This design comes from an exercise in tuning for small area on the open sky130 flow, not from production work.
The RTL was checked by simulation tests, not by an equivalence proof against the original design.
No activity file was given, so power comes from the tool's default toggle rates.

// miniCalc
module miniCalc
(
    input  wire       Clk,
    input  wire       rst,
    input  wire [7:0] switch,
    input  wire       btnPushLow,
    input  wire       btnPushHi,
    input  wire       btnExecute,
    input  wire       btnOutputHi,
    output wire [7:0] led,
    output wire [6:0] disp3,
    output wire [6:0] disp2,
    output wire [6:0] disp1,
    output wire [6:0] disp0
);
Settings: LEC_CHECK=0, CAP_MARGIN=20, CORE_MARGIN=2, CORE_UTILIZATION=75, PLACE_DENSITY=0.85, SLEW_MARGIN=20; clock period 24.0 ns.
standard.sh (not shown) runs the stock make flow with config.mk's settings and CLKGATE_MAP_FILE= SYNTH_SCRIPT=/design/flow/synth_recipe.tcl, a recipe that flattens the netlist after the stock synthesis.
==> flow/flow/run.sh <==
#!/bin/bash
# Own layout flow: the standard ORFS flow with an area-oriented
# combinational mapping in synthesis (my_synth.tcl, area.abc) and the
# smallest buffer on the ports. Each tool's output goes to a log file here.
set -euo pipefail
W=$(pwd)
F=$W/flow
ORFS=(-C "$FLOW_HOME" DESIGN_CONFIG="$FLOW_CONFIG" WORK_HOME="$W/orfs" CLKGATE_MAP_FILE= SYNTH_SCRIPT="$F/my_synth.tcl")

MY_ABC_SCRIPT="$F/area.abc" make "${ORFS[@]}" synth > "$W/synth.log" 2>&1
make "${ORFS[@]}" BUFFER_PORTS_ARGS="-buffer_cell sky130_fd_sc_hd__buf_1" CTS_ARGS="-sink_clustering_enable -repair_clock_nets -sink_clustering_size 10 -sink_clustering_max_diameter 40 -buf_list sky130_fd_sc_hd__clkbuf_4 -dont_use_dummy_load" finish > "$W/layout.log" 2>&1

R="$W/orfs/results/$FLOW_PLATFORM/miniCalc/base"
: # left out here: write the final layout as DEF
==> flow/flow/area.abc <==
strash
dch -f
amap
==> flow/flow/my_synth.tcl <==
# The standard flow's synthesis script (ORFS synth.tcl, then flattened and renamed as the
# standard synthesis does), with two changes to the combinational mapping only:
# extract_fa looks for full adders alone (its half adders end up as plain AND
# gates), and abc runs area.abc, an area-oriented mapping, instead of ORFS's
# script. Registers are mapped exactly as in the standard synthesis.
proc synth {args} { yosys synth -nofsm -noshare {*}$args }
proc extract_fa {args} { yosys extract_fa -fa }
proc abc {args} {
  set i [lsearch -exact $args -script]
  if { $i >= 0 } { lset args [expr { $i + 1 }] $::env(MY_ABC_SCRIPT) }
  yosys abc {*}$args
}
source $::env(SCRIPTS_DIR)/synth.tcl
# left out here: clear keep_hierarchy, flatten, clean up, hide names made inside functions, write 1_2_yosys.v
Next try:
CORE_UTILIZATION = 85   (was 75)
PLACE_DENSITY = 0.92   (was 0.85)
The new run aborted during 3_5_place_dp, error DPL-0033.
Synthesized area is unchanged.
Synthesized cell count stays the same.

The RTL this note starts from:
==> flow/design.v <==
`timescale 1ns/1ps
`default_nettype none
module segmentDecoder
(
    input  wire [3:0] digit,
    input  wire       blank,
    output logic [6:0] segments
);
    wire a = digit[3], b = digit[2], c = digit[1], d = digit[0];
    always_comb
    begin
        segments[6] = a | c | (b & d) | (!b & !d);
        segments[5] = !b | (c & d) | (!c & !d);
        segments[4] = b | !c | d;
        segments[3] = a | (!b & !d) | (c & !d) | (!b & c) | (b & !c & d);
        segments[2] = (!b & !d) | (c & !d);
        segments[1] = a | (!c & !d) | (b & !c) | (b & !d);
        segments[0] = a | (b & !c) | (!b & c) | (c & !d);
        if (blank)
            segments = 7'b0000000;
    end
endmodule
`default_nettype wire
`timescale 1ns/1ps
`default_nettype none
module miniCalc
(
    input  wire       Clk,
    input  wire       rst,
    input  wire [7:0] switch,
    input  wire       btnPushLow,
    input  wire       btnPushHi,
    input  wire       btnExecute,
    input  wire       btnOutputHi,
    output wire [7:0] led,
    output wire [6:0] disp3,
    output wire [6:0] disp2,
    output wire [6:0] disp1,
    output wire [6:0] disp0
);
    localparam logic [3:0] OpRefresh = 4'b0000;
    localparam logic [3:0] OpPushL   = 4'b0001;
    localparam logic [3:0] OpPushH   = 4'b0010;
    localparam logic [3:0] OpPop     = 4'b0011;
    localparam logic [3:0] OpCopy    = 4'b0100;
    localparam logic [3:0] OpSwap    = 4'b0101;
    localparam logic [3:0] OpAdd     = 4'b1000;
    localparam logic [3:0] OpSub     = 4'b1001;
    localparam logic [3:0] OpMul     = 4'b1010;
    localparam logic [2:0] StIdle = 3'd0;
    localparam logic [2:0] StPend = 3'd1;
    localparam logic [2:0] StWX   = 3'd2;    
    localparam logic [2:0] StWA1  = 3'd3;    
    localparam logic [2:0] StWA2  = 3'd4;    
    localparam logic [2:0] StWT   = 3'd5;    
    logic [4:0]       q;
    logic [2:0]       stage;
    logic [3:0]       op;
    logic [3:0]       n;
    logic             err;
    logic             prevHi;
    logic [31:0]      W [7];
    logic [31:0]      X;
    logic [31:0]      A;
    logic [15:0]      D;
    wire [3:0] k     = q[3:0];
    wire       h     = q[4];
    wire       kLast = (k == 4'd15);
    wire qLast = (q == 5'd31);
    wire inWX  = (stage == StWX);
    wire inWA1 = (stage == StWA1);
    wire inWA2 = (stage == StWA2);
    wire inWA  = inWA1 | inWA2;
    wire inWT  = (stage == StWT);
    wire isArith = op[3];
    wire isMul   = (op == OpMul);
    wire inv     = (op == OpSub);
    wire press = btnPushLow | btnPushHi | btnExecute;
    wire start = (stage == StIdle) && (press || (btnOutputHi != prevHi));
    logic [3:0] cmdOp;
    logic [3:0] cmdN;
    logic       cmdFault;
    logic       cmdClear;
    always_comb
    begin
        cmdOp    = OpRefresh;
        cmdN     = n;
        cmdFault = 1'b0;
        cmdClear = 1'b0;
        if (btnPushLow)
        begin
            if (n[3])
                cmdFault = 1'b1;
            else
            begin
                cmdOp = OpPushL;
                cmdN  = n + 4'd1;
            end
        end
        else if (btnPushHi)
        begin
            if (n == 4'd0)
                cmdFault = 1'b1;
            else
                cmdOp = OpPushH;
        end
        else if (btnExecute && btnOutputHi)
        begin
            cmdClear = 1'b1;
            cmdN     = 4'd0;
        end
        else if (btnExecute)
        begin
            case (switch[2:0])
                3'b000, 3'b001, 3'b010:
                begin
                    if (n[3:1] == 3'd0)
                        cmdFault = 1'b1;
                    else
                    begin
                        cmdOp = (switch[1:0] == 2'b00) ? OpAdd :
                                (switch[1:0] == 2'b01) ? OpSub : OpMul;
                    end
                end
                3'b111:
                begin
                    if (n[3:1] == 3'd0)
                        cmdFault = 1'b1;
                    else
                        cmdOp = OpSwap;
                end
                3'b101:
                begin
                    if (n == 4'd0)
                        cmdFault = 1'b1;
                    else
                    begin
                        cmdOp = OpPop;
                    end
                end
                3'b110:
                begin
                    if (n == 4'd0 || n[3])
                        cmdFault = 1'b1;
                    else
                    begin
                        cmdOp = OpCopy;
                        cmdN  = n + 4'd1;
                    end
                end
                default: ;
            endcase
        end
    end
    always_ff @(posedge Clk)
    begin
        prevHi <= btnOutputHi;
        if (start)
            op <= cmdOp;
        if (rst)
        begin
            q     <= 5'd0;
            stage <= StIdle;
            n     <= 4'd0;
            err   <= 1'b0;
        end
        else
        begin
            q <= q + 5'd1;
            case (stage)
                StIdle:
                    if (start)
                        stage <= cmdOp[3] ? (kLast ? StWA1 : StPend) : (qLast ? StWX : StPend);
                StPend:
                    if (isArith ? kLast : qLast)
                        stage <= isArith ? StWA1 : StWX;
                StWX:  if (qLast) stage <= StIdle;
                StWA1: if (kLast) stage <= StWA2;
                StWA2: if (kLast) stage <= StWT;
                default: if (kLast) stage <= StIdle;
            endcase
            if (start)
                n <= cmdN;
            else if ((inWX & qLast & (op == OpPop)) | (inWA2 & kLast))
                n <= n - 4'd1;
            if (start)
            begin
                err <= cmdClear ? 1'b0 : (err | cmdFault);
            end
        end
    end
    wire wrRing = inWX && (op == OpPushL || op == OpCopy || op == OpSwap);
    logic [6:0] sel;
    logic [6:0] tapA;
    logic [6:0] tapB;
    for (genvar i = 0; i < 7; i++)
    begin : g_ring
        assign sel[i]  = (n == 4'(i + 2));
        assign tapA[i] = W[i][31];
        assign tapB[i] = W[i][15];
        always_ff @(posedge Clk)
            W[i] <= {W[i][30:0], (wrRing && sel[i]) ? X[31] : W[i][31]};
    end
    wire sA = |(sel & tapA);
    wire sB = |(sel & tapB);
    wire s  = (inWA1 ^ h) ? sA : sB;
    wire top8 = q[4] & q[3];
    logic in0;
    always_comb
    begin
        case (op)
            OpPop, OpSwap: in0 = sA;
            OpPushL:       in0 = top8 & A[7];
            OpPushH:       in0 = top8 ? A[7] : X[23];
            default:       in0 = X[31];
        endcase
    end
    wire resHi = A[31] ^ inv;
    wire resLo = A[15] ^ inv;
    always_ff @(posedge Clk)
    begin
        if (inWX | inWT)
            X <= {X[30:16], inWT ? resHi : X[15], X[14:0], inWT ? resLo : in0};
    end
    wire c0    = inWA & !isMul & (s ^ inv);
    wire e1    = inWA & (isMul ? s : (inWA2 & kLast));
    wire [31:0] addA = {A[30:0], c0};
    wire [31:0] addB = X & {32{e1}};
    logic [31:0] sum;
    logic [32:0] cy;
    always_comb
    begin
        cy[0] = 1'b0;
        for (int i = 0; i < 32; i++)
        begin
            sum[i]   = addA[i] ^ addB[i] ^ cy[i];
            cy[i+1]  = (addA[i] & addB[i]) | (cy[i] & (addA[i] ^ addB[i]));
        end
    end
    wire aLoad = start & (btnPushLow | btnPushHi);
    wire aEn   = inWA | inWT | (inWX & top8 & (op == OpPushL || op == OpPushH));
    always_ff @(posedge Clk)
    begin
        A[31:8] <= sum[31:8];
        if (aLoad)
            A[7:0] <= switch;
        else if (aEn)
            A[7:0] <= sum[7:0];
    end
    wire dispWin = (inWX & (h ^ btnOutputHi)) | inWT;
    wire dBit    = inWT ? (btnOutputHi ? resHi : resLo) : in0;
    function automatic logic [3:0] add3(input logic [3:0] d);
        add3[3] = d[3] | (d[2] & d[0]) | (d[2] & d[1]);
        add3[2] = (d[3] & d[0]) | (d[2] & !d[1] & !d[0]);
        add3[1] = (d[3] & !d[0]) | (!d[2] & d[1]) | (d[1] & d[0]);
        add3[0] = (d[3] & !d[0]) | (!d[3] & !d[2] & d[0]) | (d[2] & d[1] & !d[0]);
    endfunction
    logic [15:0] dNext;
    always_comb
    begin
        logic [15:0] t;
        t = (k == 4'd0) ? 16'd0 : D;
        for (int d = 0; d < 4; d++)
            t[4*d +: 4] = add3(t[4*d +: 4]);
        dNext = {t[14:0], dBit};
    end
    always_ff @(posedge Clk)
    begin
        if (dispWin)
            D <= dNext;
    end
    wire blank = (n == 4'd0);
    assign led = {err, 3'b000, n};
    segmentDecoder u_seg3 (.digit(D[15:12]), .blank(blank), .segments(disp3));
    segmentDecoder u_seg2 (.digit(D[11:8]),  .blank(blank), .segments(disp2));
    segmentDecoder u_seg1 (.digit(D[7:4]),   .blank(blank), .segments(disp1));
    segmentDecoder u_seg0 (.digit(D[3:0]),   .blank(blank), .segments(disp0));
endmodule
`default_nettype wire
clock: 24.0 ns
lec_check: 0
cap_margin: 0
core_margin: 2
core_utilization: 75
place_density: 0.85
slew_margin: 0
==> flow/flow/run.sh <==
#!/bin/bash
# Own layout flow: the standard ORFS flow with an area-oriented
# combinational mapping in synthesis (my_synth.tcl, area.abc) and the
# smallest buffer on the ports. Each tool's output goes to a log file here.
set -euo pipefail
W=$(pwd)
F=$W/flow
ORFS=(-C "$FLOW_HOME" DESIGN_CONFIG="$FLOW_CONFIG" WORK_HOME="$W/orfs" CLKGATE_MAP_FILE= SYNTH_SCRIPT="$F/my_synth.tcl")

MY_ABC_SCRIPT="$F/area.abc" make "${ORFS[@]}" synth > "$W/synth.log" 2>&1
make "${ORFS[@]}" BUFFER_PORTS_ARGS="-buffer_cell sky130_fd_sc_hd__buf_1" CTS_ARGS="-sink_clustering_enable -repair_clock_nets -sink_clustering_size 11 -sink_clustering_max_diameter 38 -buf_list sky130_fd_sc_hd__clkbuf_4 -dont_use_dummy_load" finish > "$W/layout.log" 2>&1

R="$W/orfs/results/$FLOW_PLATFORM/miniCalc/base"
: # left out here: write the final layout as DEF
Scripts as last shown in full above: flow/flow/area.abc, flow/flow/my_synth.tcl
The baseline passed the timing, design-rule and antenna checks.
Next try:
==> flow/flow/run.sh (replaced) <==
#!/bin/bash
# Own layout flow: the standard ORFS flow with an area-oriented
# combinational mapping in synthesis (my_synth.tcl; area.abc: ABC deepsyn
# resynthesis, then area mapping) and the
# smallest buffer on the ports. Each tool's output goes to a log file here.
set -euo pipefail
W=$(pwd)
F=$W/flow
ORFS=(-C "$FLOW_HOME" DESIGN_CONFIG="$FLOW_CONFIG" WORK_HOME="$W/orfs" CLKGATE_MAP_FILE= SYNTH_SCRIPT="$F/my_synth.tcl")

MY_ABC_SCRIPT="$F/area.abc" make "${ORFS[@]}" synth > "$W/synth.log" 2>&1
make "${ORFS[@]}" BUFFER_PORTS_ARGS="-buffer_cell sky130_fd_sc_hd__buf_1" CTS_ARGS="-sink_clustering_enable -repair_clock_nets -sink_clustering_size 11 -sink_clustering_max_diameter 45 -buf_list sky130_fd_sc_hd__clkbuf_4 -dont_use_dummy_load" finish > "$W/layout.log" 2>&1

R="$W/orfs/results/$FLOW_PLATFORM/miniCalc/base"
: # left out here: write the final layout as DEF
==> flow/flow/area.abc (replaced) <==
strash
&get -n
&deepsyn -J 2000 -T 300
&put
dch -f
amap
--- a/flow/config.mk
+++ b/flow/config.mk
@@ -6,7 +6,7 @@
 export NUM_CORES = 4
 export LEC_CHECK = 0
-export CAP_MARGIN = 0
+export CAP_MARGIN = 20
 export CORE_MARGIN = 2
 export CORE_UTILIZATION = 75
 export PLACE_DENSITY = 0.85
-export SLEW_MARGIN = 0
+export SLEW_MARGIN = 20
The new run went through all stages and came out clean.
Die area fell by 2.2%.
Cell area shrinks by 2.5%.
Non-clock buffer count drops by 2.
Routed wire length falls by 19%.
Sequential share of layout area increases by 1.7 points.
Fmax grows by 3.0%.
Power is lower by 32%.
Next try:
==> flow/flow/run.sh (replaced) <==
#!/bin/bash
# Own layout flow: the standard ORFS flow with an area-oriented
# combinational mapping in synthesis (my_synth.tcl, area.abc) and the
# smallest buffer on the ports. Each tool's output goes to a log file here.
set -euo pipefail
W=$(pwd)
F=$W/flow
ORFS=(-C "$FLOW_HOME" DESIGN_CONFIG="$FLOW_CONFIG" WORK_HOME="$W/orfs" CLKGATE_MAP_FILE= SYNTH_SCRIPT="$F/my_synth.tcl")

MY_ABC_SCRIPT="$F/area.abc" make "${ORFS[@]}" synth > "$W/synth.log" 2>&1
make "${ORFS[@]}" BUFFER_PORTS_ARGS="-buffer_cell sky130_fd_sc_hd__buf_1" CTS_ARGS="-sink_clustering_enable -repair_clock_nets -sink_clustering_size 14 -sink_clustering_max_diameter 50 -buf_list {sky130_fd_sc_hd__clkbuf_4 sky130_fd_sc_hd__clkbuf_8} -dont_use_dummy_load" finish > "$W/layout.log" 2>&1

R="$W/orfs/results/$FLOW_PLATFORM/miniCalc/base"
: # left out here: write the final layout as DEF
==> flow/flow/area.abc (replaced) <==
strash
dch -f
amap
- die area is higher by 2.3%
- design area goes up by 3.4%
- power climbs by 48%
- worst hold slack degrades by 9.1 ps
- routed wire length increases by 15%
Next try:
--- a/flow/flow/run.sh
+++ b/flow/flow/run.sh
@@ -9,5 +9,5 @@
 
 MY_ABC_SCRIPT="$F/area.abc" make "${ORFS[@]}" synth > "$W/synth.log" 2>&1
-make "${ORFS[@]}" BUFFER_PORTS_ARGS="-buffer_cell sky130_fd_sc_hd__buf_1" CTS_ARGS="-sink_clustering_enable -repair_clock_nets -sink_clustering_size 14 -sink_clustering_max_diameter 50 -buf_list {sky130_fd_sc_hd__clkbuf_4 sky130_fd_sc_hd__clkbuf_8} -dont_use_dummy_load" finish > "$W/layout.log" 2>&1
+make "${ORFS[@]}" BUFFER_PORTS_ARGS="-buffer_cell sky130_fd_sc_hd__buf_1" CTS_ARGS="-sink_clustering_enable -repair_clock_nets -sink_clustering_size 11 -sink_clustering_max_diameter 45 -buf_list sky130_fd_sc_hd__clkbuf_4 -dont_use_dummy_load" finish > "$W/layout.log" 2>&1
 
 R="$W/orfs/results/$FLOW_PLATFORM/miniCalc/base"
--- a/flow/config.mk
+++ b/flow/config.mk
@@ -6,7 +6,7 @@
 export NUM_CORES = 4
 export LEC_CHECK = 0
-export CAP_MARGIN = 20
+export CAP_MARGIN = 0
 export CORE_MARGIN = 2
 export CORE_UTILIZATION = 75
 export PLACE_DENSITY = 0.85
-export SLEW_MARGIN = 20
+export SLEW_MARGIN = 0
Fmax fell by 1.0%.
Utilization falls by 0.95 points.
Via count goes up by 1.3%.
Combinational power stays flat.
Routed wire length climbs by 4.3%.
Global-route usage grows by 1.2 points.
Clock skew is higher by 31 ps.
Synthesized area is unchanged.
Next try:
--- a/flow/flow/run.sh
+++ b/flow/flow/run.sh
@@ -1,5 +1,6 @@
 #!/bin/bash
 # Own layout flow: the standard ORFS flow with an area-oriented
-# combinational mapping in synthesis (my_synth.tcl, area.abc) and the
+# combinational mapping in synthesis (my_synth.tcl; area.abc: ABC deepsyn
+# resynthesis, then area mapping) and the
 # smallest buffer on the ports. Each tool's output goes to a log file here.
 set -euo pipefail
==> flow/flow/area.abc (replaced) <==
strash
&get -n
&deepsyn -J 2000 -T 300
&put
dch -f
amap
Result: The changed run ran to the end with no violations; cell count is lower by about 4%; total power shrinks by about 30%; design area falls by 2.1%; register-to-register slack is better by 350 ps; sequential power falls by 17%; area after synthesis came out lower by 2.3%; routed wire length came out lower by about 17%.
Next try:
--- a/flow/flow/run.sh
+++ b/flow/flow/run.sh
@@ -1,6 +1,5 @@
 #!/bin/bash
 # Own layout flow: the standard ORFS flow with an area-oriented
-# combinational mapping in synthesis (my_synth.tcl; area.abc: ABC deepsyn
-# resynthesis, then area mapping) and the
+# combinational mapping in synthesis (my_synth.tcl, area.abc) and the
 # smallest buffer on the ports. Each tool's output goes to a log file here.
 set -euo pipefail
==> flow/flow/area.abc (replaced) <==
strash
dch -f
amap
--- a/flow/config.mk
+++ b/flow/config.mk
@@ -6,7 +6,7 @@
 export NUM_CORES = 4
 export LEC_CHECK = 0
-export CAP_MARGIN = 0
+export CAP_MARGIN = 20
 export CORE_MARGIN = 2
 export CORE_UTILIZATION = 75
 export PLACE_DENSITY = 0.85
-export SLEW_MARGIN = 0
+export SLEW_MARGIN = 20
The changed run finished with timing, DRC and antenna clean. Final cell count rose by 4.5%. Utilization went up by 0.88 points. Critical path depth went down by 3. Non-clock buffer count is higher by 2. Global-route usage climbs by 2.4 points. Setup slack is worse by 250 ps. First-iteration DRC count went up by 4.4%. Register-to-register slack degrades by 250 ps. Routed wire length is higher by 15%.

## static timing again, ports no longer ideal
Ports are ideal in the flow. The routed layouts listed here were re-timed in OpenROAD.
Step 1: set_driving_cell puts a clkbuf_16 on Clk and a buf_2 on each other input, an assumption about the parent block.
Step 2, shift: input delay + t, output delay - t, t = (earliest + latest rising clock arrival at the registers) / 2. This alone moves slack from input paths to output paths.
Three values: ideal, step 1, step 2; two values: the first two.
run | shift t [ns] | slack for setup (ns) | hold WS [ns] | cell pins on the clock port's net
the first run of note 1 | 0.630 | 9.563 / 9.563 / 9.563 | 0.273 / 0.273 / 0.273 | 1
the first run of note 2 | 0.633 | 8.704 / 8.704 / 8.704 | 0.252 / 0.252 / 0.252 | 1
the second run of note 2 | 0.627 | 9.150 / 9.150 / 9.150 | 0.314 / 0.314 / 0.314 | 1
the third run of note 2 | 0.573 | 8.925 / 8.925 / 8.925 | 0.305 / 0.305 / 0.305 | 1
the fourth run of note 2 | 0.611 | 8.771 / 8.771 / 8.771 | 0.306 / 0.306 / 0.306 | 1
the fifth run of note 2 | 0.615 | 9.120 / 9.120 / 9.120 | 0.269 / 0.269 / 0.269 | 1
the sixth run of note 2 | 0.625 | 8.868 / 8.868 / 8.868 | 0.326 / 0.326 / 0.326 | 1
After both steps every run listed still meets setup and hold.
